Background: an optimization exercise with open tools, aiming at small area, a short achievable clock period and few clock cycles per item. Do not read the settings as production practice. At most, simulation tests tie the RTL to the original design; equivalence was not proved. Power is estimated from default activity; no workload was simulated.

// pe8_feeder
module pe8_feeder #(
  parameter int N      = 32,
  parameter int Q      = 19,
  parameter int E8     = 10,
  parameter int PE_LAT = 3
) (
  input  logic            clk,
  input  logic            rst_n,
  input  logic            i_start,
  input  logic [E8-1:0]   i_cfg_en,
  output logic            o_busy,
  input  logic            i_s_valid,
  output logic            o_s_ready,
  input  logic [N-1:0]    i_s_data,
  input  logic [N-1:0]    i_s_weight,
  output logic [14*N-1:0] o_pe_in,
  output logic [14*N-1:0] o_pe_w,
  output logic [E8-1:0]   o_pe_en,
  input  logic [7*N-1:0]  i_pe_res,
  output logic            o_m_valid,
  input  logic            i_m_ready,
  output logic [N-1:0]    o_m_data,
  output logic            o_m_last,
  output logic            o_done
);
Size: ~1200 I/O pins, roughly 0.042 sq mm of cells after synthesis.
export LEC_CHECK = 0
export CAP_MARGIN = 20
export CORE_MARGIN = 2
export CORE_UTILIZATION = 30
export CTS_CLUSTER_DIAMETER = 100
export CTS_CLUSTER_SIZE = 25
export SETUP_SLACK_MARGIN = 1.95
export SLEW_MARGIN = 30
export TNS_END_PERCENT = 5
create_clock -name core_clock -period 4.0 [get_ports {clk}]
standard.sh (not shown) runs the stock make flow with config.mk's settings and CLKGATE_MAP_FILE= SYNTH_SCRIPT=/design/flow/synth_recipe.tcl, a recipe that flattens the netlist after the stock synthesis.
==> flow/flow/run.sh <==
#!/bin/bash
# Standard ORFS layout with three changes: the pins of each data bit share a stretch of the die
# edge (flow/io.tcl, run just before pin placement), every port is buffered by buf_2 instead of
# the default delay-cell buffer, and repair may resize across cell footprints.
set -euo pipefail
bash standard.sh finish \
  "PRE_IO_PLACEMENT_TCL=$PWD/flow/io.tcl" \
  "BUFFER_PORTS_ARGS=-buffer_cell sky130_fd_sc_hd__buf_2" \
  MATCH_CELL_FOOTPRINT=0 > flow_make.log 2>&1
Other scripts of this flow, unchanged in this note and not shown: flow/flow/io.tcl
Testbench counts at the start, summed over its fixed seeds: cycles 3,394, jobs 320.
==> next run, changes <==
Settings changed: SETUP_SLACK_MARGIN 1.95 to 1.9, SLEW_MARGIN 30 to 50.
Utilization barely changes; cell area stays flat; combinational power stays flat; sequential cell count stays the same; register-to-register slack is better by 0.03 ns; non-clock buffer count went up by 3; sequential share of layout area came out lower by 0.13 points; worst hold slack barely changes.
==> next run, changes <==
Settings changed: SETUP_SLACK_MARGIN 1.9 to 1.95, SLEW_MARGIN 50 to 20, TNS_END_PERCENT 5 to unset.
Outcome: Clock power is higher by about 3%; cell count is higher by 3.4%; via count is higher by 3.1%; final area is higher by 4.9%; power is higher by 6.2%.
==> next run, changes <==
Settings changed: SLEW_MARGIN 20 to 50, TNS_END_PERCENT set to 5.
The new run finished with timing, DRC and antenna clean.
Total power drops by 5.2%.
Count of clock-buffer cells in the layout falls by 2.
Synthesized cell count stays the same.
Register-to-register slack is about the same.
Design area went down by 4.2%.

* * *

job 7193:
pe8_feeder, a different RTL version from the one above (not shown whole).
Size in the first run: roughly 1900 cells after synthesis, ~1200 I/O pins.
==> flow/config.mk <==
export PLATFORM = sky130hd
export DESIGN_NAME = pe8_feeder
export DESIGN_NICKNAME = pe8_feeder
export VERILOG_FILES = /design/flow/design.v
export SDC_FILE = /design/flow/constraint.sdc
export NUM_CORES = 4
export LEC_CHECK = 0
export CAP_MARGIN = 20
export CORE_MARGIN = 2
export CORE_UTILIZATION = 30
export CTS_CLUSTER_DIAMETER = 100
export CTS_CLUSTER_SIZE = 25
export SETUP_SLACK_MARGIN = 1.95
export SLEW_MARGIN = 50
export TNS_END_PERCENT = 5
==> flow/constraint.sdc <==
create_clock -name core_clock -period 4.0 [get_ports {clk}]
set_input_delay 0.8000 -clock core_clock [delete_from_list [all_inputs] [get_ports {clk}]]
set_output_delay 0.8000 -clock core_clock [all_outputs]
set_load 0.01 [all_outputs]
==> flow/flow/io.tcl <==
# Pin regions: the pins of each data bit b (i_s_data/i_s_weight[b], o_pe_in/o_pe_w[32*s+b],
# i_pe_res[32*w+b], o_m_data[b]) share one stretch of the die edge, so the registers of that
# bit sit next to their pins. The control pins get a stretch of their own.
set block [ord::get_db_block]
set dbu [[ord::get_db_tech] getDbUnitsPerMicron]
set die [$block getDieArea]
set W [expr {([$die xMax] - [$die xMin]) / double($dbu)}]
set H [expr {([$die yMax] - [$die yMin]) / double($dbu)}]

proc esc {name idx} { return "$name\[$idx\]" }

set groups {}
for {set b 0} {$b < 32} {incr b} {
  set pins {}
  lappend pins [esc i_s_data $b] [esc i_s_weight $b] [esc o_m_data $b]
  for {set s 0} {$s < 14} {incr s} {
    lappend pins [esc o_pe_in [expr {32 * $s + $b}]] [esc o_pe_w [expr {32 * $s + $b}]]
  }
  for {set w 0} {$w < 7} {incr w} { lappend pins [esc i_pe_res [expr {32 * $w + $b}]] }
  lappend groups $pins
}
set ctl {clk rst_n i_start o_busy i_s_valid o_s_ready o_m_valid i_m_ready o_m_last o_done}
for {set i 0} {$i < 10} {incr i} { lappend ctl [esc i_cfg_en $i] [esc o_pe_en $i] }
# control pins in the middle of the sequence, so they sit mid-way along an edge
set order [concat [lrange $groups 0 15] [list $ctl] [lrange $groups 16 31]]

# walk the edges: bottom (left to right), right (bottom to top), top (right to left), left (top to
# bottom); the vertical-layer pins of the bottom and top edges pack closer, so those edges take more
set counts {10 6 10 7}
set margin 4.0
set i 0
for {set side 0} {$side < 4} {incr side} {
  set cnt [lindex $counts $side]
  if {$side == 0 || $side == 2} { set len $W } else { set len $H }
  set step [expr {($len - 2 * $margin) / $cnt}]
  for {set k 0} {$k < $cnt} {incr k} {
    set pins [lindex $order $i]
    set a [expr {$margin + $k * $step}]
    set e [expr {$a + $step}]
    switch $side {
      0 { set reg "bottom:[format %.2f $a]-[format %.2f $e]" }
      1 { set reg "right:[format %.2f $a]-[format %.2f $e]" }
      2 { set reg "top:[format %.2f [expr {$len - $e}]]-[format %.2f [expr {$len - $a}]]" }
      3 { set reg "left:[format %.2f [expr {$len - $e}]]-[format %.2f [expr {$len - $a}]]" }
    }
    set_io_pin_constraint -region $reg -pin_names $pins
    incr i
  }
}
Scripts as last shown in full above: flow/flow/run.sh
Job 7193 ended with every stage complete and zero timing, DRC or antenna violations.
Here is what was changed in the inputs of job 3510 compared with job 7193.
- setting CTS_BUF_LIST to sky130_fd_sc_hd__clkbuf_8 sky130_fd_sc_hd__clkbuf_16 for the first time
- removing TNS_END_PERCENT (formerly 5)
### Flow results
- Routed length on met2 of job 3510 falls short of that of job 7193 by a few percent.
- Comparing job 3510 and job 7193, the lower pin slew with the least headroom to its limit was measured on job 3510.
- Of job 3510 and job 7193, the run reporting the higher register-to-register slack was job 7193.
[inputs] job 8383 vs job 3510
- TNS_END_PERCENT newly set to 5
- SETUP_SLACK_MARGIN changed from 1.95 to 2.05
- CTS_BUF_LIST removed (was sky130_fd_sc_hd__clkbuf_8 sky130_fd_sc_hd__clkbuf_16)
--- outcome ---
Diff job 3510 -> job 8383 | number of optimization iterations in the first detailed-route pass | increase of 3
Final net count essentially unchanged between job 3510 and job 8383.
Lower non-clock buffer count goes to job 8383 over job 3510.
Comparing job 8383 with job 3510, the power density of the placed cells came out essentially unchanged.
Status: proportion of cell area occupied by multi-input gates parity (job 3510, job 8383)
Diff job 3510 -> job 8383: synthesized cell count was more or less identical, insertion delay of the later-clocked pin in the worst-skew pair shrank by 0.02 ns, power share of the combinational group saw a decrease.
Number of antenna violations at the first check in global routing went down by more than a quarter going from job 3510 to job 8383.
Job 3510 → job 8383: average wire length per cell after detail routing rose by 0.16 µm, routed wire length stayed essentially flat.
No run of this note included a check of the RTL's function; only the layout flow was run.

## re-timing with driven ports
The results above use ideal ports. As a check the final layouts listed here were re-extracted and re-timed, cells and wires unchanged.
Step 1: set_driving_cell puts a clkbuf_16 on clk and a buf_2 on each other input, an assumption about the parent block.
Step 2 moves the port delays by t, midway between the first and last clock arrival at a register: inputs arrive t later, outputs are due t later. That takes back most of the time a late clock gives input paths.
a / b / c = ideal ports / drivers / drivers and shift; a / b = the first two.
run	shift t [ns]	slack for setup (ns)	worst hold slack (ns)	slew at the worst register clock pin (ns)
the first run of note 1	0.758	1.836 / 1.757 / 1.259	0.084 / 0.096 / 0.412	0.10 / 0.10
the second run of note 1	0.764	1.827 / 1.746 / 1.230	0.083 / 0.088 / 0.419	0.11 / 0.11
the third run of note 1	0.758	1.850 / 1.770 / 1.280	0.073 / 0.081 / 0.416	0.10 / 0.10
the fourth run of note 1	0.765	1.853 / 1.772 / 1.214	0.097 / 0.103 / 0.419	0.10 / 0.10
job 7193	0.744	1.894 / 1.816 / 1.405	0.284 / 0.249 / 0.413	0.10 / 0.10
job 3510	0.762	1.791 / 1.705 / 1.391	0.262 / 0.236 / 0.405	0.10 / 0.10
job 8383	0.744	1.890 / 1.812 / 1.356	0.285 / 0.247 / 0.413	0.11 / 0.11
After both steps every run listed still meets setup and hold. For the fourth run of note 1, which loses most, drivers alone change the setup slack by -0.081 ns; drivers and shift together by -0.639 ns.
